This is an optimization exercise on Yosys and OpenROAD, whose aim is small area, not a production implementation. Where RTL was checked, it was by simulation tests only, not by an equivalence proof against the original. The RTL of runs 3 and 4 was laid out without a check of its function. No activity file was given, so power comes from the tool's default toggle rates.

## run.sh

```bash
#!/bin/bash
# synth_recipe.tcl (not shown) runs the flow's synth.tcl, then flattens the netlist and writes it again
# the make line also repeats each setting of config.mk as NAME=value (left out here)
make -C /OpenROAD-flow-scripts/flow DESIGN_CONFIG=/design/flow/config.mk WORK_HOME=/design/flow/orfs CLKGATE_MAP_FILE= SYNTH_SCRIPT=/design/flow/synth_recipe.tcl finish
```

## config.mk

```make
export PLATFORM = sky130hd
export DESIGN_NAME = pio_sm
export DESIGN_NICKNAME = pio_sm
export VERILOG_FILES = /design/flow/design.v
export SDC_FILE = /design/flow/constraint.sdc
export NUM_CORES = 4
export LEC_CHECK = 0
export CAP_MARGIN = 20
export CORE_MARGIN = 2
export CORE_UTILIZATION = 60
export CTS_BUF_LIST = sky130_fd_sc_hd__clkbuf_4 sky130_fd_sc_hd__clkbuf_8
export SLEW_MARGIN = 20
```

## constraint.sdc

```tcl
create_clock -name core_clock -period 10.0 [get_ports {clk}]
set_input_delay 2.0000 -clock core_clock [delete_from_list [all_inputs] [get_ports {clk}]]
set_output_delay 2.0000 -clock core_clock [all_outputs]
set_load 0.01 [all_outputs]
```

## design.v

```verilog
`timescale 1ns/1ps
`default_nettype none
module sync_fifo (
    input  logic        clk,
    input  logic        rst,
    input  logic        push,
    input  logic [31:0] wdata,
    input  logic        pop,
    output logic [31:0] rdata,
    output logic        full,
    output logic        empty
);
    logic [31:0] mem [0:3];
    logic [2:0]  wr_ptr;
    logic [2:0]  rd_ptr;
    logic        do_push;
    logic        do_pop;
    assign empty   = (wr_ptr == rd_ptr);
    assign full    = (wr_ptr[1:0] == rd_ptr[1:0]) && (wr_ptr[2] != rd_ptr[2]);
    assign do_push = push && !full;
    assign do_pop  = pop && !empty;
    assign rdata   = mem[rd_ptr[1:0]];
    always_ff @(posedge clk) begin
        if (do_push) begin
            mem[wr_ptr[1:0]] <= wdata;
        end
    end
    always_ff @(posedge clk or posedge rst) begin
        if (rst) begin
            wr_ptr <= '0;
            rd_ptr <= '0;
        end else begin
            if (do_push) wr_ptr <= wr_ptr + 3'd1;
            if (do_pop)  rd_ptr <= rd_ptr + 3'd1;
        end
    end
endmodule
`default_nettype wire
`timescale 1ns/1ps
`default_nettype none
module pio_sm #(
    parameter int FIFO_DEPTH = 4
) (
    input  logic        clk,
    input  logic        rst,
    input  logic        imem_we,
    input  logic [4:0]  imem_addr,
    input  logic [15:0] imem_wdata,
    input  logic        run,
    input  logic [5:0]  cfg,
    input  logic        tx_push,
    input  logic [31:0] tx_wdata,
    output logic        tx_full,
    input  logic        rx_pop,
    output logic [31:0] rx_rdata,
    output logic        rx_empty,
    output logic [4:0]  pc
);
    logic [2:0] w_op;
    logic [2:0] w_f;
    logic [4:0] w_d;
    logic [2:0] w_s;
    logic [8:0] w_enc;
    assign w_op = imem_wdata[15:13];
    assign w_f  = imem_wdata[7:5];
    assign w_d  = imem_wdata[4:0];
    assign w_s  = imem_wdata[2:0];
    always_comb begin
        w_enc = {1'b0, 3'd6, 5'd0};   
        case (w_op)
            3'd0: w_enc = {1'b0, w_f, w_d};
            3'd3: begin
                if (w_f == 3'd1)      w_enc = {1'b1, 3'b010, w_d};
                else if (w_f == 3'd2) w_enc = {1'b1, 3'b011, w_d};
                else                  w_enc = {1'b1, 3'b100, w_d};
            end
            3'd4: w_enc = {1'b1, 3'b110, 2'b00, w_f};
            3'd5: begin
                case (w_f)
                    3'd1: w_enc = {1'b1, 3'b101, 2'b00, w_s};
                    3'd2: w_enc = {1'b1, 3'b101, 2'b01, w_s};
                    3'd6: w_enc = {1'b1, 3'b101, 2'b10, w_s};
                    3'd7: w_enc = {1'b1, 3'b101, 2'b11, w_s};
                    default: ;
                endcase
            end
            3'd7: begin
                if (w_f == 3'd1)      w_enc = {1'b1, 3'b000, w_d};
                else if (w_f == 3'd2) w_enc = {1'b1, 3'b001, w_d};
            end
            default: ;
        endcase
    end
    logic [8:0] imem [0:31];
    logic [8:0] e;
    always_ff @(posedge clk) begin
        if (imem_we) begin
            imem[imem_addr] <= w_enc;
        end
    end
    assign e = imem[pc];
    logic [31:0] x, y, isr, osr;
    logic [5:0]  shift_cnt;
    logic        tx_pop, tx_empty;
    logic [31:0] tx_head;
    logic        rx_push, rx_full;
    sync_fifo tx_fifo (
        .clk(clk), .rst(rst), .push(tx_push), .wdata(tx_wdata),
        .pop(tx_pop), .rdata(tx_head), .full(tx_full), .empty(tx_empty)
    );
    sync_fifo rx_fifo (
        .clk(clk), .rst(rst), .push(rx_push), .wdata(isr),
        .pop(rx_pop), .rdata(rx_rdata), .full(rx_full), .empty(rx_empty)
    );
    logic [2:0] sub, cond;
    logic [4:0] d;
    logic       is_jmp, is_set, is_out, is_mov, is_pp, is_pull, is_push;
    logic       fl_ifempty, fl_block;
    assign sub    = e[7:5];
    assign cond   = e[7:5];
    assign d      = e[4:0];
    assign is_jmp = !e[8];
    assign is_set = e[8] && (sub[2:1] == 2'b00);
    assign is_out = e[8] && ((sub == 3'b010) || (sub == 3'b011) || (sub == 3'b100));
    assign is_mov = e[8] && (sub == 3'b101);
    assign is_pp  = e[8] && (sub == 3'b110);
    assign is_pull    = is_pp && d[2];
    assign is_push    = is_pp && !d[2];
    assign fl_ifempty = d[1];
    assign fl_block   = d[0];
    logic [1:0] mov_dst;
    logic [2:0] mov_src;
    assign mov_dst = d[4:3];
    assign mov_src = d[2:0];
    logic [5:0] thresh;
    logic       osr_empty;
    assign thresh    = (cfg[4:0] == 5'd0) ? 6'd32 : {1'b0, cfg[4:0]};
    assign osr_empty = (shift_cnt >= thresh);
    logic pull_skip, stall, exec, pull_exec;
    assign pull_skip = is_pull && fl_ifempty && !osr_empty;
    assign stall     = is_pp && fl_block && (is_pull ? (!pull_skip && tx_empty) : rx_full);
    assign exec      = run && !stall;
    assign pull_exec = exec && is_pull && !pull_skip;
    assign tx_pop    = pull_exec;
    assign rx_push   = exec && is_push;
    logic sel_x, sel_y, sel_isr, sel_osr, sel_tx, sel_d;
    logic [31:0] v;
    assign sel_x   = (is_mov && mov_src == 3'd1)
                  || (is_jmp && (cond == 3'd1 || cond == 3'd2))
                  || (is_pull && tx_empty);
    assign sel_y   = (is_mov && mov_src == 3'd2)
                  || (is_jmp && (cond == 3'd3 || cond == 3'd4));
    assign sel_isr = is_mov && mov_src == 3'd6;
    assign sel_osr = is_mov && mov_src == 3'd7;
    assign sel_tx  = is_pull && !tx_empty;
    assign sel_d   = is_set;
    assign v = ({32{sel_x}}   & x)
             | ({32{sel_y}}   & y)
             | ({32{sel_isr}} & isr)
             | ({32{sel_osr}} & osr)
             | ({32{sel_tx}}  & tx_head)
             | ({27'd0, {5{sel_d}} & d});
    logic v_zero, cond_true;
    assign v_zero = (v == 32'd0);
    always_comb begin
        case (cond)
            3'd0:    cond_true = 1'b1;
            3'd1:    cond_true = v_zero;
            3'd2:    cond_true = !v_zero;
            3'd3:    cond_true = v_zero;
            3'd4:    cond_true = !v_zero;
            3'd5:    cond_true = (x != y);
            3'd7:    cond_true = !osr_empty;
            default: cond_true = 1'b0;
        endcase
    end
    logic jump;
    assign jump = run && is_jmp && cond_true;
    always_ff @(posedge clk or posedge rst) begin
        if (rst) begin
            pc <= '0;
        end else if (jump) begin
            pc <= d;
        end else if (exec) begin
            pc <= pc + 5'd1;
        end
    end
    logic        dir_r;
    logic [4:0]  amt;
    logic [31:0] rot, mask_lo, mask_hi, mask, shifted, shift_out;
    assign dir_r = cfg[5];
    assign amt   = dir_r ? (5'd0 - d) : d;
    logic [31:0] r0, r1, r2, r3;
    assign r0  = amt[0] ? {osr[30:0], osr[31]}  : osr;
    assign r1  = amt[1] ? {r0[29:0], r0[31:30]} : r0;
    assign r2  = amt[2] ? {r1[27:0], r1[31:28]} : r1;
    assign r3  = amt[3] ? {r2[23:0], r2[31:24]} : r2;
    assign rot = amt[4] ? {r3[15:0], r3[31:16]} : r3;
    for (genvar i = 0; i < 32; i++) begin : g_mask
        assign mask_lo[i]      = (d == 5'd0) || (5'(i) < d);
        assign mask_hi[31 - i] = mask_lo[i];
    end
    assign mask      = dir_r ? mask_hi : mask_lo;
    assign shifted   = rot & ~mask;
    assign shift_out = (dir_r ? osr : rot) & mask_lo;
    logic [6:0] cnt_sum;
    assign cnt_sum = {1'b0, shift_cnt} + {1'b0, (d == 5'd0), d};
    logic        wr_x, wr_y, wr_isr, ld_osr, sh_osr;
    logic [31:0] wdat;
    assign wr_x   = exec && ((is_jmp && cond == 3'd2)
                          || (e[8] && sub[2] == 1'b0 && sub[0] == 1'b0)    
                          || (is_mov && mov_dst == 2'b00));
    assign wr_y   = exec && ((is_jmp && cond == 3'd4)
                          || (e[8] && sub[2] == 1'b0 && sub[0] == 1'b1)    
                          || (is_mov && mov_dst == 2'b01));
    assign wr_isr = exec && ((is_mov && mov_dst == 2'b10) || is_push);
    assign ld_osr = pull_exec || (exec && is_mov && mov_dst == 2'b11);
    assign sh_osr = exec && is_out;
    assign wdat = is_out ? shift_out : (is_jmp ? v - 32'd1 : v);
    always_ff @(posedge clk or posedge rst) begin
        if (rst) begin
            x         <= '0;
            y         <= '0;
            isr       <= '0;
            osr       <= '0;
            shift_cnt <= '0;
        end else begin
            if (wr_x)   x   <= wdat;
            if (wr_y)   y   <= wdat;
            if (wr_isr) isr <= v;
            if (ld_osr) begin
                osr       <= v;
                shift_cnt <= '0;
            end else if (sh_osr) begin
                osr       <= shifted;
                shift_cnt <= (cnt_sum > 7'd32) ? 6'd32 : cnt_sum[5:0];
            end
        end
    end
endmodule
`default_nettype wire
```

==> impl_metrics.py, run 1 <==
metrics = {
    "timing": {
        "skew_ns": 0.02763,
        "setup_violations": 0,
        "timing.hold.ws_ns": 0.4862,
        "worst_pin_slew_ns": 1.138,
        "min_period_ns": 7.625,
        "max_freq_mhz": 131.1,
        "setup_tns_ns": 0,
        "final_hold_viol_count": 0,
        "worst_slack_ns": 2.375,
        "rsz0062_at_grt": "false",
        "slew_headroom": 0.2314,
        "timing.final.crit_share": 0.7625,
        "slew_violations": 0,
    },
    "routing": {
        "drc": 0,
        "vias": 20590,
        "wirelength_mm": 86.62,
        "drt_first_pass_iters": 6,
        "wl_per_cell_um": 27.63,
        "viasPerCell": 6.567,
        "ant_nets": 0,
        "drt_first_iter_violations": 2399,
    },
    "critical_path": {
        "cp.arrival_ns": 8.21,
        "crit_fanout": 39,
        "critPathLaunchType": "flip-flop",
        "critical_path_class": "flip-flop to flip-flop",
        "cpMostUsedCell": "buf_4",
        "path_cells": "buf_4, buf_4, mux4_1, a22o_1, a2111oi_2, nor2_1, and4_1, buf_4, and2_1, a32o_1, a221oi_2, and4_1, nand3_1, or4_1, xor2_1, o31ai_1, mux2_2",
        "path_buf_inv": 3,
        "slowest_delay_ns": 0.91,
        "crit_path_end_kind": "flip-flop",
        "slowest_stage": "dfrtp_4",
        "crit_required_ns": 10.59,
        "crit_family": "simple AND/OR/NAND/NOR gates",
    },
    "yosys": {
        "ys_ff_latch": 695,
        "ys_types": 96,
        "syn-cell-area_um2": 33160,
        "synth_flop_cell": "edfxtp_1",
        "synth_nets": 2315,
        "yosys_warnings": 2,
        "synthCells": 2218,
        "ys_seq_area_frac": 0.6066,
        "postSynthAreaPerCell_um2": 14.95,
        "synth-edff-count": 544,
        "async_flop_share": 0.2173,
    },
    "grt": {
        "grtUsageTotal": 0.3084,
        "grt_pass1_vias": 20350,
        "grt_max_degree": 82,
        "gr-total-overflow": 0,
        "antenna_found_initial": 1,
        "grt_pass1_wl_mm": 129.3,
    },
    "cells_and_area": {
        "num-fill-cells": 3867,
        "multi_input_area_um2": 12180,
        "syn_to_final_growth_pct": 10.84,
        "seqCellArea_um2": 20130,
        "mostFrequentLayoutCells": "edfxtp_1, mux2i_1, nand2_1",
        "nets": 2439,
        "drive_gt1_frac": 0.2116,
        "final_common_cell": "edfxtp_1",
    },
    "die": {
        "pin_count": 104,
        "die_w_um": 239.1,
        "rows": 86,
        "chipHeight_um": 239.1,
        "core-area_um2": 54880,
        "start_util": 0.6042,
        "die_area_um2": 57160,
    },
    "placed_design": {
        "dp_hpwl_mm": 58.79,
        "port_buffers": 98,
        "pre_cts_slack_ns": 2.433,
        "place.gp.congestion": 0.9574,
    },
    "clock_tree": {
        "cts_resized": 0,
        "tritoncts": "done",
        "cts_buffers": 108,
        "cts_setup_buffers": 0,
        "h-tree-depth": 3,
        "ctsRootBufferMaster": "clkbuf_8",
        "clkLatencyLatePin_ns": 0.72,
        "postCtsHoldBufs": 0,
        "cts_buffer_depth": 3,
        "cts.sinks": 695,
        "clk_pin_slew_worst_paths_ns": 0.06,
    },
    "min_path": {
        "hold_path.class": "flip-flop to flip-flop",
    },
    "pwr": {
        "p_leak_nw": 13.56,
        "switchingPower_w": 0.005453,
        "finalPower_w": 0.01246,
        "pwr-share-seq": 0.322,
        "peakVddDrop_mv": 0.2706,
        "p_int_w": 0.007006,
        "p_per_area_nw_per_um2": 339.0,
        "swShare": 0.4377,
        "clkPwrFrac": 0.186,
        "power.share.combinational": 0.492,
    },
    "outcome": {
        "status": "complete, no violations",
    },
    "flow_run": {
        "drv.max_cap_violation_count": 0,
    },
}
==> final cells by class <==
| cell class | instances | area share |
|---|---|---|
| Multi-Input combinational cell | 1364 | 0.3315 |
| Clock buffer | 142 | 0.04841 |
| Antenna cell | 2 | 0.0001362 |
| Clock inverter | 55 | 0.008954 |
| Sequential cell | 695 | 0.5476 |
| Inverter | 29 | 0.003098 |
| Timing Repair Buffer | 144 | 0.03632 |
| Tap cell | 704 | 0.02397 |
==> logic make-up after synthesis <==
logic type,share of synthesized area
AOI/OAI and AO/OA,0.07430
xor gates and xnor gates,0.02192
adders and majority gates,0.01230
buffers and inverters,0.02917
DFF,0.6066
muxes,0.1831
and+or+nand+nor,0.07264
==> synthesized netlist by cell type, types with 8 or more instances <==
library cell	instances	area [µm²]
buf_6	18	202.7
inv_1	25	93.84
mux2i_1	197	1972
a31oi_1	11	68.82
buf_2	13	65.06
o31ai_1	22	165.2
edfxtp_1	544	16340
nand3_1	73	365.4
a221o_1	20	200.2
xor2_1	50	437.9
buf_1	13	48.80
nand2b_1	12	75.07
nor4_1	23	143.9
o211ai_1	14	105.1
ha_1	31	387.9
clkbuf_1	66	247.7
mux2_2	106	1194
nor3_1	21	105.1
a22o_1	12	105.1
a221o_2	12	135.1
o21ai_0	72	360.4
xnor2_1	33	289.0
nand2_1	195	732.0
and3_1	10	62.56
mux4_2	121	2725
a22oi_1	52	390.4
dfrtp_1	151	3779
o2111ai_1	8	70.07
a21oi_1	35	175.2
and2_1	17	106.4
nor2_1	80	300.3
clkbuf_8	13	178.9
==> sequential cells by signal (all words and copies together), names as in the netlist <==
| signal | flops |
|---|---|
| imem | 288 |
| rx_fifo.mem | 128 |
| tx_fifo.mem | 128 |
| isr | 32 |
| osr | 32 |
| x | 32 |
| y | 32 |
| shift_cnt | 6 |
| pc | 5 |
| rx_fifo.rd_ptr | 3 |
| rx_fifo.wr_ptr | 3 |
| tx_fifo.rd_ptr | 3 |
| tx_fifo.wr_ptr | 3 |
==> path summary, 6_finish.rpt <==
path | start | endpoint | slack, ns | cells past startpoint
max in group asynchronous | rst | tx_fifo.rd_ptr[0]$_DFFE_PP0P_ | 6.65 | 3
worst min-delay path | tx_fifo.wr_ptr[2]$_DFFE_PP0P_ | tx_fifo.wr_ptr[2]$_DFFE_PP0P_ | 0.49 | 1
min in group asynchronous | rst | shift_cnt[2]$_DFFE_PP0P_ | 1.81 | 2
worst max-delay path | pc[0]$_DFFE_PP0P_ | x[11]$_DFFE_PP0P_ | 2.37 | 17
worst min register to register | tx_fifo.wr_ptr[2]$_DFFE_PP0P_ | tx_fifo.wr_ptr[2]$_DFFE_PP0P_ | 0.49 | 1
worst max register to register | pc[0]$_DFFE_PP0P_ | x[11]$_DFFE_PP0P_ | 2.37 | 17
==> power by group through the flow <==
stage | clock network, W | logic, W | registers [W]
floorplan | 0 | 0.00448 | 0.00377
global placement | 0 | 0.00589 | 0.00403
detailed placement | 0 | 0.00597 | 0.00406
CTS | 0.00236 | 0.00599 | 0.00400
global route | 0.00250 | 0.00647 | 0.00405
finish | 0.00232 | 0.00613 | 0.00401
==> through the flow <==
| stage | util | area [µm²] | cells |
|---|---|---|---|
| floorplan | - | 33160 | 2218 |
| global placement | 0.6301 | 34580 | 2933 |
| detailed placement | 0.6307 | 34610 | 2935 |
| CTS | 0.6691 | 36720 | 3132 |
| global route | 0.6697 | 36750 | 3135 |
| finish | 0.6697 | 36750 | 3135 |
==> per-layer routing <==
layer  wire (µm)  global-route usage  vias up
met1       38440              0.4821    10460
met3        8229             0.05866      116
met5           0                   0        -
li1            -                   -     8988
met4        1798             0.08750        0
met2       38160              0.4444     1020
==> run 2, diff against run 1 <==
--- a/config.mk
+++ b/config.mk
@@ -7,6 +7,5 @@
 export LEC_CHECK = 0
 export CAP_MARGIN = 20
 export CORE_MARGIN = 2
-export CORE_UTILIZATION = 60
-export CTS_BUF_LIST = sky130_fd_sc_hd__clkbuf_4 sky130_fd_sc_hd__clkbuf_8
+export CORE_UTILIZATION = 40
 export SLEW_MARGIN = 20
==> run 2 against run 1 <==
Against the previous run: combinational power hardly changed; sequential power is 1% lower; register-to-register slack better by 0.27 ns; critical path type unchanged; synthesized cell count unchanged; hold slack about the same; non-clock buffer count grew 5; synthesized area did not move.
==> impl_metrics.py, run 2 <==
metrics = {
    "pwr": {
        "p_int_w": 0.007419,
        "swShare": 0.4227,
        "clkPwrFrac": 0.217,
        "switchingPower_w": 0.005433,
        "p_leak_nw": 13.66,
        "peakVddDrop_mv": 0.2681,
        "pwr-share-seq": 0.307,
        "p_per_area_nw_per_um2": 341.5,
        "power.share.combinational": 0.476,
    },
    "placed_design": {
        "placed_area_um2": 35110,
        "place.gp.congestion": 0.9191,
        "dp_hpwl_mm": 59.20,
        "port_buffers": 98,
    },
    "cells_and_area": {
        "num-fill-cells": 7075,
        "final_common_cell": "edfxtp_1",
        "final_area_um2": 37630,
        "syn_to_final_growth_pct": 13.49,
        "nets": 2409,
        "regMostFlops": "imem",
        "drive_gt1_frac": 0.1959,
        "largest_reg_flops": 288,
        "mostFrequentLayoutCells": "edfxtp_1, nand2_1, mux2i_1",
    },
    "yosys": {
        "synthCells": 2218,
        "yosys.area_share.simple": 0.07264,
        "synth.mux.area_fraction": 0.1831,
        "synthMostInstantiatedCell": "edfxtp_1",
        "async_flop_share": 0.2173,
        "synthAdderAreaFrac": 0.01230,
        "ys_types": 96,
        "synth_area_leaders": "edfxtp_1, dfrtp_1, mux4_2",
        "ys_seq_area_frac": 0.6066,
        "synth_xor_area_frac": 0.02192,
        "synth_area_leader_cell": "edfxtp_1",
        "synth_nets": 2315,
        "synth_top_cell_area_share": 0.4926,
        "synth_top_family_by_area": "multiplexers",
        "synth-edff-count": 544,
        "synth_flop_cell": "edfxtp_1",
        "syn-cell-area_um2": 33160,
        "postSynthAreaPerCell_um2": 14.95,
        "ys_top_cells_by_count": "edfxtp_1, mux2i_1, nand2_1",
        "ys_ff_latch": 695,
        "yosys_warnings": 2,
        "synth_compound_area_frac": 0.07430,
    },
    "routing": {
        "wirelength_mm": 87.42,
        "drt_first_iter_violations": 1855,
        "wl_per_cell_um": 25.42,
        "drt_first_pass_iters": 7,
        "drc": 0,
        "ant_nets": 0,
        "viasPerCell": 5.897,
        "vias": 20280,
    },
    "grt": {
        "grt_pass1_vias": 20040,
        "grtUsageTotal": 0.2037,
        "grt_max_degree": 78,
        "gr-total-overflow": 0,
        "grt_pass1_wl_mm": 130.1,
        "antenna_found_initial": 7,
    },
    "clock_tree": {
        "h-tree-depth": 3,
        "tritoncts": "done",
        "ctsRootBufferMaster": "clkbuf_16",
        "cts_resized": 0,
        "clk_pin_slew_worst_paths_ns": 0.06,
        "cts.sinks": 695,
        "postCtsHoldBufs": 0,
        "cts_setup_buffers": 0,
        "clkLatencyLatePin_ns": 0.65,
        "cts_buffer_depth": 3,
        "cts_buffers": 73,
    },
    "die": {
        "pin_count": 104,
        "die_w_um": 291.9,
        "die_area_um2": 85220,
        "chipHeight_um": 291.9,
        "start_util": 0.4038,
        "rows": 105,
        "core-area_um2": 82110,
    },
    "critical_path": {
        "cp.arrival_ns": 7.87,
        "crit_fanout": 36,
        "slowest_delay_ns": 0.92,
        "slowest_stage": "a221oi_1",
        "crit_required_ns": 10.51,
        "path_cells": "buf_4, mux4_2, mux4_2, mux2_2, ha_1, buf_4, a41oi_2, o22ai_2, buf_4, a221oi_1, nand3_1, or4_1, xor2_1, o31ai_1, mux2_2",
        "cpMostUsedCell": "buf_4",
        "crit_path_end_kind": "flip-flop",
        "critical_path_class": "flip-flop to flip-flop",
        "critPathLaunchType": "flip-flop",
    },
    "timing": {
        "rsz0062_at_grt": "false",
        "worst_pin_slew_ns": 1.142,
        "slew_violations": 0,
        "final_hold_viol_count": 0,
        "setup_tns_ns": 0,
        "setup_violations": 0,
        "skew_ns": 0.03392,
        "max_freq_mhz": 136.0,
        "slew_headroom": 0.2387,
        "min_period_ns": 7.354,
        "timing.final.crit_share": 0.7354,
        "timing.hold.ws_ns": 0.4859,
    },
    "outcome": {
        "status": "complete, no violations",
    },
    "min_path": {
        "hold_path.class": "flip-flop to flip-flop",
    },
    "flow_run": {
        "drv.max_cap_violation_count": 0,
    },
}
## run 2: changes by cell type in the layout (fill, tap and decap cells not counted), moves of 7 or more
cell,delta
clkbuf_16,+73
clkbuf_1,+13
bufinv_16,+7
clkbuf_8,-112
clkinv_1,-21
clkbuf_4,-28
## run 2: cell type report
type	instances	area, µm²	area share
Clock inverter	43	596.8	0.01586
Multi-Input combinational cell	1364	12180	0.3236
Timing Repair Buffer	149	1373	0.03647
Inverter	29	113.9	0.003026
Tap cell	1070	1339	0.03558
Sequential cell	695	20130	0.5348
Clock buffer	88	1903	0.05057
Antenna cell	1	2.502	0.00006650
## run 2: final timing paths
kind / slack (ns) / endpoint / depth (start not counted) / from
worst min-delay path: 0.49 / rx_fifo.wr_ptr[2]$_DFFE_PP0P_ / 1 / rx_fifo.wr_ptr[2]$_DFFE_PP0P_
min in group asynchronous: 1.86 / rx_fifo.rd_ptr[0]$_DFFE_PP0P_ / 2 / rst
max in group asynchronous: 6.90 / tx_fifo.rd_ptr[0]$_DFFE_PP0P_ / 3 / rst
worst max-delay path: 2.65 / x[11]$_DFFE_PP0P_ / 15 / pc[0]$_DFFE_PP0P_
worst max register to register: 2.65 / x[11]$_DFFE_PP0P_ / 15 / pc[0]$_DFFE_PP0P_
worst min register to register: 0.49 / rx_fifo.wr_ptr[2]$_DFFE_PP0P_ / 1 / rx_fifo.wr_ptr[2]$_DFFE_PP0P_
## run 2: cell families after synthesis
group	Yosys count
compound gates	329
flops	695
mux	431
simple gates	489
xor+xnor	83
buf+inv	159
fa+ha+maj	32
## run 2: through the flow
stage                     setup slack [ns]  total power, W    util  std cells
after global placement               2.799        0.009934  0.4272       3304
after global routing                 2.320         0.01345  0.4583       3438
after detailed placement             2.717         0.01003  0.4276       3307
final                                2.646         0.01285  0.4583       3439
after floorplan                      3.820        0.008254       -       2218
after CTS                            2.703         0.01284  0.4581       3438
## run 2: power by group through the flow
stage	Clock, W	Sequential (W)	Combinational [W]
final	0.00278	0.00395	0.00612
after global routing	0.00296	0.00398	0.00651
after CTS	0.00284	0.00394	0.00606
after detailed placement	0	0.00400	0.00603
after global placement	0	0.00397	0.00596
after floorplan	0	0.00377	0.00448
## run 2: routing by layer
layer | share of wire | GRT usage | vias to the layer above
li1 | - | - | 8913
met1 | 0.45 | 0.2997 | 10440
met2 | 0.45 | 0.3130 | 799
met3 | 0.076 | 0.03813 | 121
met4 | 0.019 | 0.04878 | 10
met5 | 0.00072 | 0 | -
## run 2: worst max-delay path, delay by kind of cell, from the launching register on
| family | cells | cell delay [ns] |
|---|---|---|
| mux | 4 | 1.90 |
| compound gates | 4 | 1.35 |
| xor+xnor | 1 | 0.15 |
| simple gates | 2 | 1.50 |
| flops | 1 | 0.87 |
| fa+ha+maj | 1 | 0.22 |
| buf+inv | 3 | 1.14 |
==> run 3, diff against run 2 <==
--- a/design.v
+++ b/design.v
@@ -187,7 +187,7 @@
     end
     logic        dir_r;
     logic [4:0]  amt;
-    logic [31:0] rot, mask_lo, mask_hi, mask, shifted, shift_out;
+    logic [31:0] rot, shifted, shift_out;
     assign dir_r = cfg[5];
     assign amt   = dir_r ? (5'd0 - d) : d;
     logic [31:0] r0, r1, r2, r3;
@@ -196,13 +196,14 @@
     assign r2  = amt[2] ? {r1[27:0], r1[31:28]} : r1;
     assign r3  = amt[3] ? {r2[23:0], r2[31:24]} : r2;
     assign rot = amt[4] ? {r3[15:0], r3[31:16]} : r3;
+    logic [31:0] t;
+    logic        full;
+    assign full = (d == 5'd0);
     for (genvar i = 0; i < 32; i++) begin : g_mask
-        assign mask_lo[i]      = (d == 5'd0) || (5'(i) < d);
-        assign mask_hi[31 - i] = mask_lo[i];
-    end
-    assign mask      = dir_r ? mask_hi : mask_lo;
-    assign shifted   = rot & ~mask;
-    assign shift_out = (dir_r ? osr : rot) & mask_lo;
+        assign t[i]         = (5'(i) < amt);
+        assign shifted[i]   = rot[i] & (dir_r ? t[i] : !(t[i] || full));
+        assign shift_out[i] = dir_r ? (osr[i] & !t[31 - i]) : (rot[i] & (t[i] || full));
+    end
     logic [6:0] cnt_sum;
     assign cnt_sum = {1'b0, shift_cnt} + {1'b0, (d == 5'd0), d};
     logic        wr_x, wr_y, wr_isr, ld_osr, sh_osr;
--- a/config.mk
+++ b/config.mk
@@ -7,5 +7,8 @@
 export LEC_CHECK = 0
 export CAP_MARGIN = 20
 export CORE_MARGIN = 2
-export CORE_UTILIZATION = 40
+export CORE_UTILIZATION = 60
+export CTS_BUF_LIST = sky130_fd_sc_hd__clkbuf_16
+export CTS_CLUSTER_DIAMETER = 60
+export CTS_CLUSTER_SIZE = 20
 export SLEW_MARGIN = 20
==> run 3 against run 2 <==
Against the previous run: still clean on timing, DRC and antenna; non-clock buffer count fell by 5; clock skew rose by 0.0069 ns; via count rose by 2.0%; hold slack improved by 0.014 ns; first-iteration DRC count rose by 41%; worst setup slack got worse by 0.49 ns; sequential share of layout area rose by 2.4 points; critical path type unchanged; largest cell class unchanged.
==> impl_metrics.py, run 3 <==
metrics = {
    "outcome": {
        "status": "complete, no violations",
    },
    "cells_and_area": {
        "drive_gt1_frac": 0.1662,
        "final_area_um2": 36000,
        "mostFrequentLayoutCells": "edfxtp_1, mux2i_1, nand2_1",
        "regMostFlops": "imem",
        "syn_to_final_growth_pct": 9.798,
        "num-fill-cells": 3712,
        "largest_reg_flops": 288,
        "nets": 2387,
        "final_common_cell": "edfxtp_1",
    },
    "yosys": {
        "synth.mux.area_fraction": 0.1729,
        "synthAdderAreaFrac": 0.01206,
        "ys_types": 96,
        "postSynthAreaPerCell_um2": 14.70,
        "synth_area_leader_cell": "edfxtp_1",
        "synth_area_leaders": "edfxtp_1, dfrtp_1, mux4_2",
        "synth_nets": 2327,
        "syn-cell-area_um2": 32790,
        "synthMostInstantiatedCell": "edfxtp_1",
        "synth_top_family_by_area": "multiplexers",
        "ys_top_cells_by_count": "edfxtp_1, mux2i_1, nand2_1",
        "yosys.area_share.simple": 0.07070,
        "synth-edff-count": 544,
        "synth_top_cell_area_share": 0.4982,
        "synthCells": 2231,
        "synth_flop_cell": "edfxtp_1",
        "yosys_warnings": 2,
        "ys_seq_area_frac": 0.6134,
        "ys_ff_latch": 695,
        "synth_compound_area_frac": 0.08089,
        "synth_xor_area_frac": 0.02190,
        "async_flop_share": 0.2173,
    },
    "timing": {
        "skew_ns": 0.04080,
        "setup_violations": 0,
        "worst_slack_ns": 2.156,
        "max_freq_mhz": 127.5,
        "min_period_ns": 7.844,
        "timing.final.crit_share": 0.7844,
        "setup_tns_ns": 0,
        "final_hold_viol_count": 0,
        "worst_pin_slew_ns": 1.143,
        "slew_headroom": 0.2377,
        "rsz0062_at_grt": "false",
        "slew_violations": 0,
    },
    "clock_tree": {
        "cts_buffers": 47,
        "clkLatencyLatePin_ns": 0.63,
        "cts_resized": 0,
        "postCtsHoldBufs": 0,
        "cts.sinks": 695,
        "tritoncts": "done",
        "clk_pin_slew_worst_paths_ns": 0.08,
        "cts_setup_buffers": 0,
        "ctsRootBufferMaster": "clkbuf_16",
        "h-tree-depth": 2,
        "cts_buffer_depth": 3,
    },
    "critical_path": {
        "critPathLaunchType": "flip-flop",
        "crit_path_end_kind": "flip-flop",
        "critical_path_class": "flip-flop to flip-flop",
        "slowest_stage": "dfrtp_4",
        "crit_required_ns": 10.55,
        "slowest_delay_ns": 0.93,
        "cp.arrival_ns": 8.39,
        "path_buf_inv": 3,
        "crit_fanout": 43,
        "crit_family": "simple AND/OR/NAND/NOR gates",
        "path_cells": "buf_12, mux4_2, mux4_2, mux2_2, inv_1, ha_1, and3_1, ha_1, nor2_1, a21oi_4, buf_4, nor2_1, a21oi_1, or3_1, a2111oi_0, a221o_1",
    },
    "grt": {
        "grtUsageTotal": 0.3231,
        "grt_max_degree": 87,
        "grt_pass1_vias": 20070,
        "antenna_found_initial": 0,
        "grt_pass1_wl_mm": 133.5,
        "gr-total-overflow": 0,
    },
    "routing": {
        "wl_per_cell_um": 29.79,
        "drt_first_pass_iters": 8,
        "drc": 0,
        "viasPerCell": 6.842,
        "wirelength_mm": 90.10,
        "drt_first_iter_violations": 2616,
        "vias": 20700,
        "ant_nets": 0,
    },
    "die": {
        "chipHeight_um": 237.8,
        "start_util": 0.6081,
        "core-area_um2": 53920,
        "pin_count": 104,
        "rows": 85,
        "die_area_um2": 56540,
        "die_w_um": 237.8,
    },
    "flow_run": {
        "drv.max_cap_violation_count": 0,
    },
    "placed_design": {
        "dp_hpwl_mm": 61.55,
        "place.gp.congestion": 1.004,
        "port_buffers": 98,
        "pre_cts_slack_ns": 2.304,
        "placed_area_um2": 34430,
    },
    "pwr": {
        "peakVddDrop_mv": 0.1950,
        "p_per_area_nw_per_um2": 337.7,
        "p_leak_nw": 12.75,
    },
    "min_path": {
        "hold_path.class": "flip-flop to flip-flop",
    },
}
run 3: changes by cell type after synthesis, moves of 18 or more:
cell     change
nor3_1      +22
nor2_1      +49
nand3_1     -45
o21ai_1     +22
mux2i_1     -27
o21ai_0     -22
a21oi_1     +51
mux2_2      -33
buf_2       +23
nand2_1     -42
o31ai_1     -18
inv_1       +30
run 3: metal layers:
layer | vias to the layer above | routed length [µm] | track usage
met5 | - | 0 | 0
met4 | 0 | 2229 | 0.08195
met3 | 133 | 8064 | 0.05493
met2 | 1049 | 40010 | 0.4754
met1 | 10650 | 39800 | 0.5062
li1 | 8866 | - | -
run 3: worst paths after layout:
kind / from / slack [ns] / to / depth (start not counted)
setup reg to reg: pc[0]$_DFFE_PP0P_ / 2.16 / osr[0]$_DFFE_PP0P_ / 16
min in group asynchronous: rst / 1.95 / shift_cnt[2]$_DFFE_PP0P_ / 2
hold / removal: tx_fifo.rd_ptr[2]$_DFFE_PP0P_ / 0.50 / tx_fifo.rd_ptr[2]$_DFFE_PP0P_ / 1
hold reg to reg: tx_fifo.rd_ptr[2]$_DFFE_PP0P_ / 0.50 / tx_fifo.rd_ptr[2]$_DFFE_PP0P_ / 1
max in group asynchronous: rst / 6.58 / y[4]$_DFFE_PP0P_ / 3
setup / recovery: pc[0]$_DFFE_PP0P_ / 2.16 / osr[0]$_DFFE_PP0P_ / 16
run 3: cells by family (layout without fill, tap and decap cells):
family                   after synthesis  count (layout)
XOR/XNOR                              82              82
AO/OA/AOI/OAI                        378             378
buffers and inverters                192             289
flip-flops                           695             695
other                                  0               1
adder cells (fa/ha/maj)               31              31
multiplexers                         382             382
AND/OR/NAND/NOR                      471             471
run 3: cell type report:
type                       count  area [µm²]  share of cell area
antenna                        1       2.502          0.00006950
clock buffer                  48        1201             0.03336
clock inverter                38       364.1             0.01011
inverter                      59       229.0            0.006359
multi-input combinational   1344       11880              0.3300
sequential                   695       20120              0.5589
tap                          696       870.8             0.02419
timing repair buffer         144        1334             0.03704
run 3: metrics by stage:
stage / instances / power [W] / utilization / hold WS (ns)
global placement: 2938 / 0.009928 / 0.6385 / 0.4738
floorplan: 2231 / 0.008099 / - / 0.4604
finish: 3025 / 0.01216 / 0.6677 / 0.5003
global route: 3024 / 0.01267 / 0.6677 / 0.5115
CTS: 3024 / 0.01203 / 0.6675 / 0.4984
detailed placement: 2938 / 0.01003 / 0.6385 / 0.4808
run 3: report_power, final:
part / total, W / leakage (nW) / internal (W) / switching, W
sequential: 0.00401 / 6.84 / 0.00352 / 0.000487
clock: 0.00201 / 0.811 / 0.000986 / 0.00103
combinational: 0.00614 / 5.11 / 0.00222 / 0.00392
total: 0.0122 / 12.8 / 0.00673 / 0.00543
==> run 4, diff against run 3 <==
==> flow/run.sh (new file) <==
#!/bin/bash
# The standard layout (standard.sh), with ports buffered by buf_1 cells
set -euo pipefail
export BUFFER_PORTS_ARGS="-buffer_cell sky130_fd_sc_hd__buf_1"
bash standard.sh > standard.log 2>&1
==> standard.sh (new file) <==
#!/bin/bash
# synth_recipe.tcl (not shown) runs the flow's synth.tcl, then flattens the netlist and writes it again
# the make line also repeats each setting of config.mk as NAME=value (left out here)
make -C /OpenROAD-flow-scripts/flow DESIGN_CONFIG=/design/flow/config.mk WORK_HOME=/design/flow/orfs CLKGATE_MAP_FILE= SYNTH_SCRIPT=/design/flow/synth_recipe.tcl "${@:-finish}"
--- a/config.mk
+++ b/config.mk
@@ -10,5 +10,5 @@
 export CORE_UTILIZATION = 60
 export CTS_BUF_LIST = sky130_fd_sc_hd__clkbuf_16
 export CTS_CLUSTER_DIAMETER = 60
-export CTS_CLUSTER_SIZE = 20
+export CTS_CLUSTER_SIZE = 25
 export SLEW_MARGIN = 20
removed: run.sh
==> run 4 against run 3 <==
Against the previous run: combinational power down 3%; hold slack worse by 0.0063 ns; total power is 2.0% lower; via count down 0.96%; synthesized area is the same; global-route usage shrank 0.72 points; sequential share of layout area rose by 1.1 points; wire length shrank 2.3%; utilization fell by 1.3 points; register-to-register slack improved by 0.24 ns; clock-buffer cell count is 4 lower; die area unchanged; critical path type unchanged; critical endpoint is now y[5]$_DFFE_PP0P_; largest cell class unchanged; largest power group unchanged.
==> impl_metrics.py, run 4 <==
metrics = {
    "routing": {
        "wl_met1_mm": 38.25,
        "wl_per_cell_um": 29.19,
        "vias": 20500,
        "ant_nets": 0,
        "wl_met3_mm": 8.598,
        "drt_first_pass_iters": 8,
        "wirelength_mm": 88.01,
        "drc": 0,
        "routed-wl-met2_mm": 38.74,
        "viasPerCell": 6.799,
        "highest_layer": "met5",
        "drt_first_iter_violations": 2484,
    },
    "critical_path": {
        "crit_required_ns": 10.49,
        "crit_path_end_kind": "flip-flop",
        "slowest_delay_ns": 0.99,
        "slowest_stage": "dfrtp_4",
        "critPathLaunchType": "flip-flop",
        "path_buf_inv": 3,
        "crit_fanout": 45,
        "cp.arrival_ns": 8.09,
        "crit_family": "multiplexers",
        "path_cells": "buf_4, mux4_2, mux4_2, mux2_2, inv_1, ha_1, and3_1, ha_1, nor2_1, a21oi_2, buf_4, nor2_1, a21oi_1, a31oi_1, nor2_1, a31oi_1, o21ai_0, mux2_2",
        "cpMostUsedCell": "nor2_1",
        "critical_path_class": "flip-flop to flip-flop",
    },
    "grt": {
        "antenna_found_initial": 2,
        "grt_pass1_vias": 20000,
        "grtUsageTotal": 0.3159,
        "grt_max_degree": 92,
        "gr-total-overflow": 0,
        "grt_pass1_wl_mm": 130.2,
    },
    "pwr": {
        "switchingPower_w": 0.005400,
        "clkPwrFrac": 0.161,
        "p_per_area_nw_per_um2": 337.8,
        "power.share.combinational": 0.502,
        "peakVddDrop_mv": 0.2497,
        "finalPower_w": 0.01192,
        "p_leak_nw": 12.40,
        "swShare": 0.4530,
        "pwr-share-seq": 0.337,
        "p_int_w": 0.006520,
    },
    "timing": {
        "slew_violations": 0,
        "worst_pin_slew_ns": 1.202,
        "min_period_ns": 7.600,
        "setup_tns_ns": 0,
        "timing.final.crit_share": 0.7600,
        "skew_ns": 0.03785,
        "slew_headroom": 0.1982,
        "rsz0062_at_grt": "false",
        "max_freq_mhz": 131.6,
        "setup_violations": 0,
        "final_hold_viol_count": 0,
    },
    "die": {
        "pin_count": 104,
        "rows": 85,
        "die_area_um2": 56540,
        "die_w_um": 237.8,
        "start_util": 0.6081,
        "core-area_um2": 53920,
        "chipHeight_um": 237.8,
    },
    "flow_run": {
        "drv.max_cap_violation_count": 0,
    },
    "cells_and_area": {
        "mostFrequentLayoutCells": "edfxtp_1, mux2i_1, nand2_1",
        "nets": 2382,
        "syn_to_final_growth_pct": 7.597,
        "largest_reg_flops": 288,
        "drive_gt1_frac": 0.1682,
        "regMostFlops": "imem",
        "diodes": 0,
        "final_common_cell": "edfxtp_1",
    },
    "yosys": {
        "synth_flop_cell": "edfxtp_1",
        "postSynthAreaPerCell_um2": 14.70,
        "synth_nets": 2327,
        "ys_types": 96,
        "synthCells": 2231,
        "ys_seq_area_frac": 0.6134,
        "synth_area_leaders": "edfxtp_1, dfrtp_1, mux4_2",
        "yosys_warnings": 2,
        "synth-edff-count": 544,
        "synth_area_leader_cell": "edfxtp_1",
        "ys_ff_latch": 695,
        "synthMostInstantiatedCell": "edfxtp_1",
        "async_flop_share": 0.2173,
        "synth_top_cell_area_share": 0.4982,
        "syn-cell-area_um2": 32790,
        "ys_top_cells_by_count": "edfxtp_1, mux2i_1, nand2_1",
    },
    "placed_design": {
        "port_buffers": 98,
        "place.gp.congestion": 0.9788,
        "dp_hpwl_mm": 60.88,
    },
    "clock_tree": {
        "cts_resized": 0,
        "clk_pin_slew_worst_paths_ns": 0.09,
        "cts_buffers": 43,
        "tritoncts": "done",
        "cts.sinks": 695,
        "cts_buffer_depth": 3,
        "clkLatencyLatePin_ns": 0.62,
        "h-tree-depth": 2,
        "ctsRootBufferMaster": "clkbuf_16",
        "postCtsHoldBufs": 0,
        "cts_setup_buffers": 0,
    },
    "outcome": {
        "status": "complete, no violations",
    },
    "min_path": {
        "hold_path.class": "flip-flop to flip-flop",
    },
}
==> run 4: cell type report <==
class                           instances  area, µm²
Sequential cell                       695      20120
Fill cell                            3857      18640
Inverter                               59      229.0
Clock inverter                         34      379.1
Multi-Input combinational cell       1344      11870
Tap cell                              696      870.8
Timing Repair Buffer                  143      706.9
Clock buffer                           44       1101
==> run 4: worst register-to-register path, cell delays in order, from the launching register on <==
cell and delay, ns:
dfrtp_4 0.99, buf_4 0.58, mux4_2 0.61, mux4_2 0.50, mux2_2 0.48, inv_1 0.20, ha_1 0.18, and3_1 0.16
ha_1 0.42, nor2_1 0.74, a21oi_2 0.03, buf_4 0.29, nor2_1 0.62, a21oi_1 0.43, a31oi_1 0.36, nor2_1 0.11
a31oi_1 0.31, o21ai_0 0.19, mux2_2 0.30
==> run 4: metal layers <==
layer,GRT usage,up-vias
met5,0,-
met2,0.4564,985
met4,0.08862,4
met1,0.4923,10520
met3,0.06352,155
li1,-,8835
==> run 4: kinds of logic after synthesis <==
kind of cell,synth area share
AND/OR/NAND/NOR,0.07070
adder cells (fa/ha/maj),0.01206
multiplexers,0.1729
buffers and inverters,0.02816
XOR/XNOR,0.02190
AO/OA/AOI/OAI,0.08089
flip-flops,0.6134
==> run 4: worst paths after layout <==
kind | from | endpoint | slack, ns | depth (start not counted)
max reg2reg | pc[0]$_DFFE_PP0P_ | y[5]$_DFFE_PP0P_ | 2.40 | 18
max in group asynchronous | rst | tx_fifo.rd_ptr[0]$_DFFE_PP0P_ | 7.06 | 3
max | pc[0]$_DFFE_PP0P_ | y[5]$_DFFE_PP0P_ | 2.40 | 18
min | tx_fifo.wr_ptr[2]$_DFFE_PP0P_ | tx_fifo.wr_ptr[2]$_DFFE_PP0P_ | 0.49 | 1
min in group asynchronous | rst | shift_cnt[4]$_DFFE_PP0P_ | 1.54 | 2
min reg2reg | tx_fifo.wr_ptr[2]$_DFFE_PP0P_ | tx_fifo.wr_ptr[2]$_DFFE_PP0P_ | 0.49 | 1
==> run 4: per-stage QoR <==
step | instances | cell area (µm²) | util | hold WS [ns] | setup WS (ns)
after floorplan | 2231 | 32790 | - | 0.4604 | 3.935
after global placement | 2936 | 33780 | 0.6265 | 0.4732 | 2.604
after detailed placement | 2936 | 33780 | 0.6265 | 0.4786 | 2.531
after CTS | 3014 | 35260 | 0.6540 | 0.4933 | 2.536
after global routing | 3015 | 35280 | 0.6543 | 0.5154 | 2.140
final | 3015 | 35280 | 0.6543 | 0.4939 | 2.400
==> run 4: power by group through the flow <==
stage	logic [W]	registers (W)	clock network, W
2_1_floorplan	0.00432	0.00378	0
3_3_place_gp	0.00575	0.00404	0
3_5_place_dp	0.00583	0.00406	0
4_1_cts	0.00585	0.00400	0.00195
5_1_grt	0.00635	0.00405	0.00205
6_report	0.00598	0.00401	0.00192
==> run 5, diff against run 4 <==
--- a/design.v
+++ b/design.v
@@ -102,12 +102,32 @@
     logic [31:0] x, y, isr, osr;
     logic [5:0]  shift_cnt;
     logic        tx_pop, tx_empty;
-    logic [31:0] tx_head;
     logic        rx_push, rx_full;
-    sync_fifo tx_fifo (
-        .clk(clk), .rst(rst), .push(tx_push), .wdata(tx_wdata),
-        .pop(tx_pop), .rdata(tx_head), .full(tx_full), .empty(tx_empty)
-    );
+    logic [31:0] tx_mem [0:3];
+    logic [2:0]  tx_wp, tx_rp;
+    logic [3:0]  tx_rsel;
+    logic        tx_do_push, tx_do_pop;
+    assign tx_empty   = (tx_wp == tx_rp);
+    assign tx_full    = (tx_wp[1:0] == tx_rp[1:0]) && (tx_wp[2] != tx_rp[2]);
+    assign tx_do_push = tx_push && !tx_full;
+    assign tx_do_pop  = tx_pop && !tx_empty;
+    for (genvar k = 0; k < 4; k++) begin : g_txsel
+        assign tx_rsel[k] = (tx_rp[1:0] == 2'(k));
+    end
+    always_ff @(posedge clk) begin
+        if (tx_do_push) begin
+            tx_mem[tx_wp[1:0]] <= tx_wdata;
+        end
+    end
+    always_ff @(posedge clk or posedge rst) begin
+        if (rst) begin
+            tx_wp <= '0;
+            tx_rp <= '0;
+        end else begin
+            if (tx_do_push) tx_wp <= tx_wp + 3'd1;
+            if (tx_do_pop)  tx_rp <= tx_rp + 3'd1;
+        end
+    end
     sync_fifo rx_fifo (
         .clk(clk), .rst(rst), .push(rx_push), .wdata(isr),
         .pop(rx_pop), .rdata(rx_rdata), .full(rx_full), .empty(rx_empty)
@@ -158,7 +178,10 @@
              | ({32{sel_y}}   & y)
              | ({32{sel_isr}} & isr)
              | ({32{sel_osr}} & osr)
-             | ({32{sel_tx}}  & tx_head)
+             | ({32{sel_tx && tx_rsel[0]}} & tx_mem[0])
+             | ({32{sel_tx && tx_rsel[1]}} & tx_mem[1])
+             | ({32{sel_tx && tx_rsel[2]}} & tx_mem[2])
+             | ({32{sel_tx && tx_rsel[3]}} & tx_mem[3])
              | ({27'd0, {5{sel_d}} & d});
     logic v_zero, cond_true;
     assign v_zero = (v == 32'd0);
@@ -199,8 +222,8 @@
     logic [31:0] t;
     logic        full;
     assign full = (d == 5'd0);
+    assign t    = ~(32'hFFFF_FFFF << amt);
     for (genvar i = 0; i < 32; i++) begin : g_mask
-        assign t[i]         = (5'(i) < amt);
         assign shifted[i]   = rot[i] & (dir_r ? t[i] : !(t[i] || full));
         assign shift_out[i] = dir_r ? (osr[i] & !t[31 - i]) : (rot[i] & (t[i] || full));
     end
@@ -217,7 +240,14 @@
     assign wr_isr = exec && ((is_mov && mov_dst == 2'b10) || is_push);
     assign ld_osr = pull_exec || (exec && is_mov && mov_dst == 2'b11);
     assign sh_osr = exec && is_out;
-    assign wdat = is_out ? shift_out : (is_jmp ? v - 32'd1 : v);
+    logic [31:0] vdec;
+    logic [31:0] lowz;
+    assign lowz[0] = is_jmp;
+    for (genvar i = 1; i < 32; i++) begin : g_dec
+        assign lowz[i] = lowz[i-1] & !v[i-1];
+    end
+    assign vdec = v ^ lowz;
+    assign wdat = is_out ? shift_out : vdec;
     always_ff @(posedge clk or posedge rst) begin
         if (rst) begin
             x         <= '0;
==> run.sh (new file) <==
#!/bin/bash
# synth_recipe.tcl (not shown) runs the flow's synth.tcl, then flattens the netlist and writes it again
# the make line also repeats each setting of config.mk as NAME=value (left out here)
make -C /OpenROAD-flow-scripts/flow DESIGN_CONFIG=/design/flow/config.mk WORK_HOME=/design/flow/orfs CLKGATE_MAP_FILE= SYNTH_SCRIPT=/design/flow/synth_recipe.tcl finish
--- a/config.mk
+++ b/config.mk
@@ -9,6 +9,6 @@
 export CORE_MARGIN = 2
 export CORE_UTILIZATION = 60
 export CTS_BUF_LIST = sky130_fd_sc_hd__clkbuf_16
-export CTS_CLUSTER_DIAMETER = 60
+export CTS_CLUSTER_DIAMETER = 120
 export CTS_CLUSTER_SIZE = 25
 export SLEW_MARGIN = 20
removed: flow/run.sh
removed: standard.sh
==> run 5 against run 4 <==
Against the previous run: wire length fell by 0.13%; first-iteration DRC count fell by 6.0%; global-route usage fell by 0.38 points; combinational power rose by about 10%; clock-buffer cell count fell by 13; register-to-register slack got worse by 2.1 ns; clock skew fell by 0.0039 ns; sequential share of layout area fell by 0.63 points; flip-flop and latch count did not move; non-clock buffer count rose by 62; still clean on timing, DRC and antenna.
==> impl_metrics.py, run 5 <==
metrics = {
    "outcome": {
        "status": "complete, no violations",
    },
    "timing": {
        "slew_headroom": 0.1840,
        "timing.hold.ws_ns": 0.4909,
        "slew_violations": 0,
        "setup_violations": 0,
        "rsz0062_at_grt": "false",
        "min_period_ns": 9.670,
        "max_freq_mhz": 103.4,
        "skew_ns": 0.03400,
        "timing.final.crit_share": 0.9670,
        "worst_pin_slew_ns": 1.220,
        "final_hold_viol_count": 0,
        "setup_tns_ns": 0,
    },
    "clock_tree": {
        "cts_buffer_depth": 3,
        "clkLatencyLatePin_ns": 0.65,
        "clk_pin_slew_worst_paths_ns": 0.12,
        "ctsRootBufferMaster": "clkbuf_16",
        "tritoncts": "done",
        "h-tree-depth": 1,
        "cts.sinks": 695,
        "postCtsHoldBufs": 0,
        "cts_buffers": 31,
    },
    "yosys": {
        "yosys.area_share.simple": 0.05880,
        "ys_top_cells_by_count": "edfxtp_1, mux2i_1, dfrtp_1",
        "synthCells": 2234,
        "synthMostInstantiatedCell": "edfxtp_1",
        "synth_area_leaders": "edfxtp_1, dfrtp_1, mux4_2",
        "synth_xor_area_frac": 0.01532,
        "synth_top_family_by_area": "multiplexers",
        "synth_flop_cell": "edfxtp_1",
        "yosys_warnings": 2,
        "synth_area_leader_cell": "edfxtp_1",
        "ys_types": 77,
        "synth_compound_area_frac": 0.1071,
        "ys_ff_latch": 695,
        "synth-edff-count": 544,
        "syn-cell-area_um2": 32580,
        "async_flop_share": 0.2173,
        "synthAdderAreaFrac": 0.02443,
        "synth_nets": 2362,
        "ys_seq_area_frac": 0.6175,
        "synth_top_cell_area_share": 0.5015,
        "synth.mux.area_fraction": 0.1503,
        "postSynthAreaPerCell_um2": 14.58,
    },
    "die": {
        "chipHeight_um": 237.0,
        "rows": 85,
        "die_w_um": 237.0,
        "core-area_um2": 53710,
        "start_util": 0.6065,
        "pin_count": 104,
        "die_area_um2": 56170,
    },
    "pwr": {
        "peakVddDrop_mv": 0.3191,
        "p_per_area_nw_per_um2": 339.0,
        "p_leak_nw": 12.45,
    },
    "cells_and_area": {
        "drive_gt1_frac": 0.1544,
        "nets": 2454,
        "multi_input_area_um2": 11740,
        "num-fill-cells": 3798,
        "regMostFlops": "imem",
        "final_common_cell": "edfxtp_1",
        "mostFrequentLayoutCells": "edfxtp_1, mux2i_1, dfrtp_1",
        "syn_to_final_growth_pct": 9.545,
        "largest_reg_flops": 288,
        "seqCellArea_um2": 20130,
    },
    "grt": {
        "antenna_found_initial": 1,
        "grt_pass1_wl_mm": 130.4,
        "grtUsageTotal": 0.3121,
        "gr-total-overflow": 0,
        "grt_pass1_vias": 20230,
        "grt_max_degree": 88,
    },
    "routing": {
        "drt_first_iter_violations": 2336,
        "wirelength_mm": 87.89,
        "viasPerCell": 6.878,
        "drt_first_pass_iters": 6,
        "ant_nets": 0,
        "drc": 0,
        "wl_per_cell_um": 28.84,
        "vias": 20960,
    },
    "flow_run": {
        "drv.max_cap_violation_count": 0,
    },
    "critical_path": {
        "crit_path_end_kind": "flip-flop",
        "crit_fanout": 16,
        "cp.arrival_ns": 10.21,
        "cpMostUsedCell": "ha_1",
        "slowest_delay_ns": 0.63,
        "critical_path_class": "flip-flop to flip-flop",
        "slowest_stage": "dfrtp_4",
        "crit_required_ns": 10.54,
        "critPathLaunchType": "flip-flop",
    },
    "min_path": {
        "hold_path.class": "flip-flop to flip-flop",
    },
    "placed_design": {
        "place.gp.congestion": 1.009,
        "port_buffers": 98,
        "dp_hpwl_mm": 60.88,
    },
}
==> run 5: cell types whose count changed after synthesis, sizes merged, moves of 25 or more <==
cell    before  now
mux4       135  103
a221oi       8   44
a311oi       1   26
a22o         9   43
xor2        53    9
o21ai       73   43
ha          30   62
a21oi       86  115
nand2      155   77
==> run 5: worst paths after layout <==
check / from / to / slack, ns / depth (start not counted)
min in group asynchronous: rst / shift_cnt[5]$_DFFE_PP0P_ / 1.81 / 2
worst min register to register: rx_fifo.wr_ptr[2]$_DFFE_PP0P_ / rx_fifo.wr_ptr[2]$_DFFE_PP0P_ / 0.49 / 1
max in group asynchronous: rst / y[21]$_DFFE_PP0P_ / 6.88 / 3
worst max-delay path: pc[1]$_DFFE_PP0P_ / x[31]$_DFFE_PP0P_ / 0.33 / 45
worst max register to register: pc[1]$_DFFE_PP0P_ / x[31]$_DFFE_PP0P_ / 0.33 / 45
worst min-delay path: rx_fifo.wr_ptr[2]$_DFFE_PP0P_ / rx_fifo.wr_ptr[2]$_DFFE_PP0P_ / 0.49 / 1
==> run 5: cells by family (layout without fill, tap and decap cells) <==
group	Yosys count	count (layout)
compound gates	474	474
flops	695	695
xor+xnor	57	57
buf+inv	202	319
simple gates	393	393
mux	350	350
fa+ha+maj	63	63
other cells	0	1
==> run 5: cell type report <==
| cell class | instances | share of cell area |
|---|---|---|
| antenna | 1 | 0.00007012 |
| clock buffer | 31 | 0.02174 |
| clock inverter | 27 | 0.003050 |
| inverter | 56 | 0.006031 |
| multi-input combinational | 1337 | 0.3290 |
| sequential | 695 | 0.5640 |
| tap | 696 | 0.02440 |
| timing repair buffer | 205 | 0.05172 |
==> run 5: metal layers <==
metal	global-route usage	wire length, µm	vias up
met4	0.08074	2252	0
met1	0.4854	38320	10760
met5	0	0	-
met3	0.03812	7648	134
met2	0.4728	39670	1030
li1	-	-	9039
==> run 5: per-stage QoR <==
step | setup slack [ns] | utilization | total power, W | instance area [µm²] | instances
floorplan | 0.04688 | - | 0.008107 | 32580 | 2234
global placement | 0.3321 | 0.6463 | 0.01037 | 34710 | 2986
detailed placement | 0.2191 | 0.6465 | 0.01048 | 34720 | 2986
CTS | 0.1638 | 0.6629 | 0.01192 | 35600 | 3044
global route | 0.02499 | 0.6644 | 0.01259 | 35690 | 3048
finish | 0.3301 | 0.6644 | 0.01210 | 35690 | 3048
==> run 5: timing repair <==
item,4_1_cts,5_1_grt
setup buffers,0,3
resized for setup,0,7
setup endpoints to repair,0,4
==> run 5: power breakdown <==
group	total, W	switching (W)	internal [W]	leakage (nW)
Combinational	0.00658	0.00401	0.00257	5.28
Clock	0.00145	0.000882	0.000569	0.524
Sequential	0.00406	0.000456	0.00361	6.65
Total	0.0121	0.00535	0.00675	12.4
==> run 5: worst max-delay path, delay by kind of cell, from the launching register on <==
kind / cells / cell delay [ns]
multiplexers: 4 / 1.47
AO/OA/AOI/OAI: 4 / 0.58
buffers and inverters: 2 / 0.39
AND/OR/NAND/NOR: 2 / 0.23
adder cells (fa/ha/maj): 32 / 6.06
XOR/XNOR: 1 / 0.15
flip-flops: 1 / 0.63

-- afterwards: timing with drivers on the ports --
The flow's constraints put no driver on any port. The routed layouts listed below were extracted and timed again, unchanged, in two steps. Step 1: set_driving_cell puts a clkbuf_16 on clk and a buf_2 on each other input, an assumption about the parent block. Step 2 also shifts input and output timing later by t, the mid clock arrival at the registers, as if the neighbouring blocks saw the same clock. a / b / c = ideal ports / drivers / drivers and shift; a / b = the first two.
run | t (ns) | slack for setup (ns) | worst register clock-pin slew, ns | worst slew at a driven data input, ns
run 1 | 0.759 | 2.375 / 2.375 / 2.375 | 0.07 / 0.07 | 0.06
run 2 | 0.692 | 2.646 / 2.646 / 2.646 | 0.07 / 0.07 | 0.09
run 3 | 0.675 | 2.156 / 2.156 / 2.156 | 0.09 / 0.09 | 0.05
run 4 | 0.661 | 2.400 / 2.400 / 2.400 | 0.10 / 0.10 | 0.06
run 5 | 0.700 | 0.330 / 0.330 / 0.330 | 0.12 / 0.12 | 0.10
After both steps setup and hold are still met in every run listed.
